This design comes from an exercise in tuning for small area, a short achievable clock period and few clock cycles per item on the open sky130 flow, not from production work. RTL that was checked went through simulation tests only; none was proved equivalent to the original. Power is estimated from default activity; no workload was simulated.

==> flow/design.v (excerpt) <==
module band_topk_balanced_selector (
    input  logic                 i_clk,
    input  logic                 i_rst_n,
    input  logic                 i_in_valid,
    output logic                 o_in_ready,
    input  logic [33:0]          i_in_data,
    output logic                 o_out_valid,
    input  logic                 i_out_ready,
    output logic [18:0]          o_out_data,
    input  logic                 i_cfg_valid,
    output logic                 o_cfg_ready,
    input  logic [bts_pkg::CFG_IDX_W-1:0] i_cfg_index,
    input  logic [bts_pkg::BAND_W-1:0]    i_cfg_data
);
    localparam int NS     = bts_pkg::HEAP_SLOTS;      
    localparam int NP     = 2 * NS;                   
    localparam int SNAP_K = 8;                        
    localparam int LIVE_P = 2 * (NS - 1 - SNAP_K);    
    function automatic logic key_lt(input logic [15:0] a, input logic [15:0] b);
        logic [15:0] l;
        logic [15:0] g;
        l = ~a & b;
        g = a & ~b;
        for (int w = 1; w < 16; w = w * 2) begin
            for (int k = 0; k < 16; k = k + 2 * w) begin
                l[k] = l[k+w] || (!g[k+w] && l[k]);
                g[k] = g[k+w] || (!l[k+w] && g[k]);
            end
        end
        key_lt = l[0];
    endfunction
    function automatic logic in_band(input logic [14:0] key, input logic neg,
                                     input logic [14:0] lo, input logic [14:0] hm1,
                                     input logic hnz);
  ...
export LEC_CHECK = 0
export CAP_MARGIN = 20
export CORE_MARGIN = 2
export CORE_UTILIZATION = 50
export PLACE_DENSITY = 0.7
export SETUP_SLACK_MARGIN = 5.0
export SLEW_MARGIN = 20
create_clock -name core_clock -period 8.0 [get_ports {i_clk}]
run.sh (not shown) runs the stock make flow with config.mk's settings and CLKGATE_MAP_FILE= SYNTH_SCRIPT=/design/flow/synth_recipe.tcl, a recipe that flattens the netlist after the stock synthesis.
Change:
--- a/flow/design.v
+++ b/flow/design.v
@@ -92,17 +92,17 @@
     output logic [18:0]          o_out_data,
     input  logic                 i_cfg_valid,
     output logic                 o_cfg_ready,
     input  logic [bts_pkg::CFG_IDX_W-1:0] i_cfg_index,
     input  logic [bts_pkg::BAND_W-1:0]    i_cfg_data
 );
     localparam int NS     = bts_pkg::HEAP_SLOTS;      
     localparam int NP     = 2 * NS;                   
-    localparam int SNAP_K = 8;                        
+    localparam int SNAP_K = 6;                        
     localparam int LIVE_P = 2 * (NS - 1 - SNAP_K);    
     function automatic logic key_lt(input logic [15:0] a, input logic [15:0] b);
         logic [15:0] l;
         logic [15:0] g;
         l = ~a & b;
         g = a & ~b;
         for (int w = 1; w < 16; w = w * 2) begin
             for (int k = 0; k < 16; k = k + 2 * w) begin
Result:
- total power fell by 4.3%
- worst setup slack improved by 50 ps
- core utilization is lower by 1.1 points
- synthesized area goes down by 2.3%
- count of clock-buffer cells in the layout increases by 1
- routed wire length came out lower by 2.1%
- sequential share of layout area shrinks by 1.0 points
- combinational power drops by about 10%
- global-route usage came out lower by 0.23 points
- first-iteration DRC count fell by 3.2%
- design area fell by 3.8%
- flip-flop and latch count shrinks by 64
- via count drops by 0.62%
- cell count falls by 0.70%
Testbench counts after the change, summed over its fixed seeds: cycles 7,246, items 4,800.
Only the layout flow was run in the first run of this note; the RTL was not checked for function there.

---

Another version of the RTL of band_topk_balanced_selector (not shown whole).
Size: roughly 4800 cells after synthesis, ~1100 flip-flops, about 77 I/O pins, about 54000 um^2 of cells after synthesis.
make LEC_CHECK=0 CAP_MARGIN=20 CORE_MARGIN=2 CORE_UTILIZATION=50 PLACE_DENSITY=0.7 SETUP_SLACK_MARGIN=5.0 SLEW_MARGIN=20 finish   # period 8.0 ns
==> next run, changes <==
--- a/flow/design.v
+++ b/flow/design.v
@@ -116,24 +116,25 @@
                                      input logic [14:0] lo, input logic [14:0] hm1,
                                      input logic hnz);
         in_band = key_lt({lo, 1'b0}, {key, neg}) && hnz && key_lt({key, neg}, {hm1, 1'b1});
     endfunction
     logic [bts_pkg::BAND_W-1:0] r_band_low;
     logic [bts_pkg::BAND_W-1:0] r_band_high;
     logic [bts_pkg::BAND_W-1:0] r_band_hm1;      
     logic                       r_band_hnz;      
     logic        r_inv;
     logic [1:0]  r_in_kind;
     logic        r_in_neg;
     logic [14:0] r_in_key;
+    logic [14:0] r_in_hkey [2];   
     logic [15:0] r_in_idx;
     logic        r_in_bok;        
     logic        r_in_fresh;      
     logic        r_skv;
     logic        r_rdy;           
     logic [1:0]  r_sk_kind;
     logic        r_sk_neg;
     logic [14:0] r_sk_key;
     logic [15:0] r_sk_idx;
     logic        r_sk_bok;
     logic        r_sk_fresh;
     logic        r_txv;
@@ -170,38 +171,34 @@
         end else if (i_cfg_valid) begin
             if (i_cfg_index == bts_pkg::CFG_BAND_LOW) begin
                 r_band_low  <= i_cfg_data;
             end else begin
                 r_band_high <= i_cfg_data;
             end
         end
     end
     always_ff @(posedge i_clk) begin
         r_band_hm1 <= r_band_high - 15'd1;
         r_band_hnz <= (r_band_high != 15'd0);
     end
-    logic w_gl   [2][NS];
-    logic w_gr   [2][NS];
-    logic w_pre  [2][NS];
-    logic w_path [2][NS];
     logic w_e_live;       
     logic w_conflict;     
     logic w_acc, w_exec, w_mv;
     logic w_do_ins, w_do_drain, w_do_clear;
     always_comb begin
         w_e_live   = 1'b0;
         w_conflict = 1'b0;
         for (int j = 0; j < LIVE_P; j++) begin
             w_e_live = w_e_live || r_m[j];
-            if (w_pre[j % 2][NS - 1 - j / 2] && r_m[j]) w_conflict = 1'b1;
+            if ((r_tx_neg == j[0]) && r_w[j % 2][NS - 1 - j / 2] && r_m[j]) w_conflict = 1'b1;
         end
     end
     assign w_acc      = i_in_valid && r_rdy;
     assign w_exec     = r_txv && (!r_dbusy || r_tx_nop || (!r_tx_drain && !w_e_live) ||
                                   (r_tx_ins && !w_conflict));
     assign w_mv       = r_inv && (!r_txv || w_exec);
     assign w_do_ins   = r_txv && r_tx_ins && (!r_dbusy || !w_conflict);
     assign w_do_drain = r_txv && r_tx_drain && !r_dbusy;
     assign w_do_clear = r_txv && r_tx_clear && (!r_dbusy || !w_e_live);
     logic w_a_free;
     logic w_chk, w_in_bok, w_sk_bok;
     logic [14:0] w_key;
@@ -220,42 +217,48 @@
             r_inv <= !w_a_free || r_skv || w_acc;
             r_skv <= r_skv ? !w_a_free : (w_acc && !w_a_free);
             r_rdy <= r_skv ? w_a_free : !(w_acc && !w_a_free);
         end
     end
     always_ff @(posedge i_clk) begin
         if (w_a_free) begin
             if (r_skv) begin
                 r_in_kind <= r_sk_kind;
                 r_in_neg  <= r_sk_neg;
                 r_in_key  <= r_sk_key;
                 r_in_idx  <= r_sk_idx;
+                r_in_hkey[r_sk_neg] <= r_sk_key;
             end else begin
                 r_in_kind <= i_in_data[33:32];
                 r_in_neg  <= i_in_data[31];
                 r_in_key  <= w_key;
                 r_in_idx  <= i_in_data[15:0];
+                r_in_hkey[i_in_data[31]] <= w_key;
             end
         end
         r_in_bok   <= (w_a_free && r_skv) ? w_sk_bok : w_in_bok;
         r_in_fresh <= w_a_free && !r_skv && w_acc;
         if (!r_skv) begin
             r_sk_kind <= i_in_data[33:32];
             r_sk_neg  <= i_in_data[31];
             r_sk_key  <= w_key;
             r_sk_idx  <= i_in_data[15:0];
         end
         r_sk_bok   <= w_sk_bok;
         r_sk_fresh <= !r_skv && w_acc && !w_a_free;
     end
+    logic w_gl   [2][NS];
+    logic w_gr   [2][NS];
+    logic w_pre  [2][NS];
+    logic w_path [2][NS];
     always_comb begin
         for (int h = 0; h < 2; h++) begin
             for (int i = 0; i < NS; i++) begin
                 w_gl[h][i]   = 1'b0;
                 w_gr[h][i]   = 1'b0;
                 w_path[h][i] = 1'b0;
             end
             for (int c = 0; c < NS; c++) begin
                 if (2 * c + 2 < NS) begin
                     w_gl[h][c] = r_w[h][2*c+1] && !r_s[h][c];
                     w_gr[h][c] = r_w[h][2*c+1] ? r_s[h][c] : r_w[h][2*c+2];
                 end else if (2 * c + 1 < NS) begin
@@ -298,44 +301,44 @@
                     if (w_gl[h][i]) begin
                         r_used[h][i] <= r_used[h][(2*i+1) % NS];
                     end else if (w_gr[h][i]) begin
                         r_used[h][i] <= r_used[h][(2*i+2) % NS];
                     end else begin
                         r_used[h][i] <= 1'b1;
                     end
                 end
             end
         end
     end
     logic w_wk [2][NS];
-    logic w_wv;
+    logic w_wv [2];
     logic w_wn [2][NS];
     logic w_sn [2][4];
     logic w_eq [2][4];
     always_comb begin
-        w_wv = key_lt(r_tx_key, r_in_key);
         for (int h = 0; h < 2; h++) begin
+            w_wv[h] = key_lt(r_tx_key, r_in_hkey[h]);
             for (int j = 0; j < NS; j++) begin
-                w_wk[h][j] = !r_used[h][j] || key_lt(r_key[h][j], r_in_key);
+                w_wk[h][j] = !r_used[h][j] || key_lt(r_key[h][j], r_in_hkey[h]);
             end
             for (int i = 0; i < NS; i++) begin
                 if (w_do_clear) begin
                     w_wn[h][i] = 1'b1;
                 end else if (w_path[h][i]) begin
                     if (w_gl[h][i]) begin
                         w_wn[h][i] = w_wk[h][(2*i+1) % NS];
                     end else if (w_gr[h][i]) begin
                         w_wn[h][i] = w_wk[h][(2*i+2) % NS];
                     end else begin
-                        w_wn[h][i] = w_wv;
+                        w_wn[h][i] = w_wv[h];
                     end
                 end else begin
                     w_wn[h][i] = w_wk[h][i];
                 end
             end
             for (int c = 0; c < 4; c++) begin
                 w_eq[h][c] = (r_tx_key == r_key[h][2*c+1]);
             end
         end
     end
     always_comb begin
         for (int h = 0; h < 2; h++) begin
Worst setup slack improved by 0.097 ns.
Sequential power increases by 3.4%.
Die area climbs by 0.31%.
Count of clock-buffer cells in the layout decreases by 15.
Maximum frequency increases by 2.9%.
Cell count went down by 0.44%.
Synthesized cell count fell by 1.1%.
Total power shrinks by 1.1%.
Design area decreases by 1.4%.
Combinational power went down by 20%.
Hold slack is worse by 0.0033 ns.
Routed wire length came out lower by 3.4%.
No functional check of the RTL was part of any run of this note.

separate check: timing with driven ports:
No port has a modelled driver above. Below, the same layouts with a new extraction and two added sets of constraints.
Step 1 sets driving cells, clkbuf_16 on the clock port and buf_2 on the other inputs (assumed; they add their load-dependent delay and slew).
Step 2 moves the port delays by t, midway between the first and last clock arrival at a register: inputs arrive t later, outputs are due t later. That takes back most of the time a late clock gives input paths.
a / b / c = ideal / step 1 / step 2; a / b = the first two.
| run | t, ns | setup WS [ns] | worst slew at a driven data input, ns |
|---|---|---|---|
| the first run of note 1 | 0.798 | 4.846 / 4.846 / 4.253 | 0.06 |
| the second run of note 1 | 0.805 | 4.896 / 4.896 / 4.332 | 0.04 |
| the first run of note 2 | 0.791 | 4.586 / 4.586 / 4.396 | 0.05 |
| the second run of note 2 | 0.801 | 4.683 / 4.683 / 4.295 | 0.05 |
After both steps setup and hold are still met in every run listed. For the first run of note 1, which loses most, drivers alone change the setup slack by 0.000 ns; drivers and shift together by -0.593 ns.
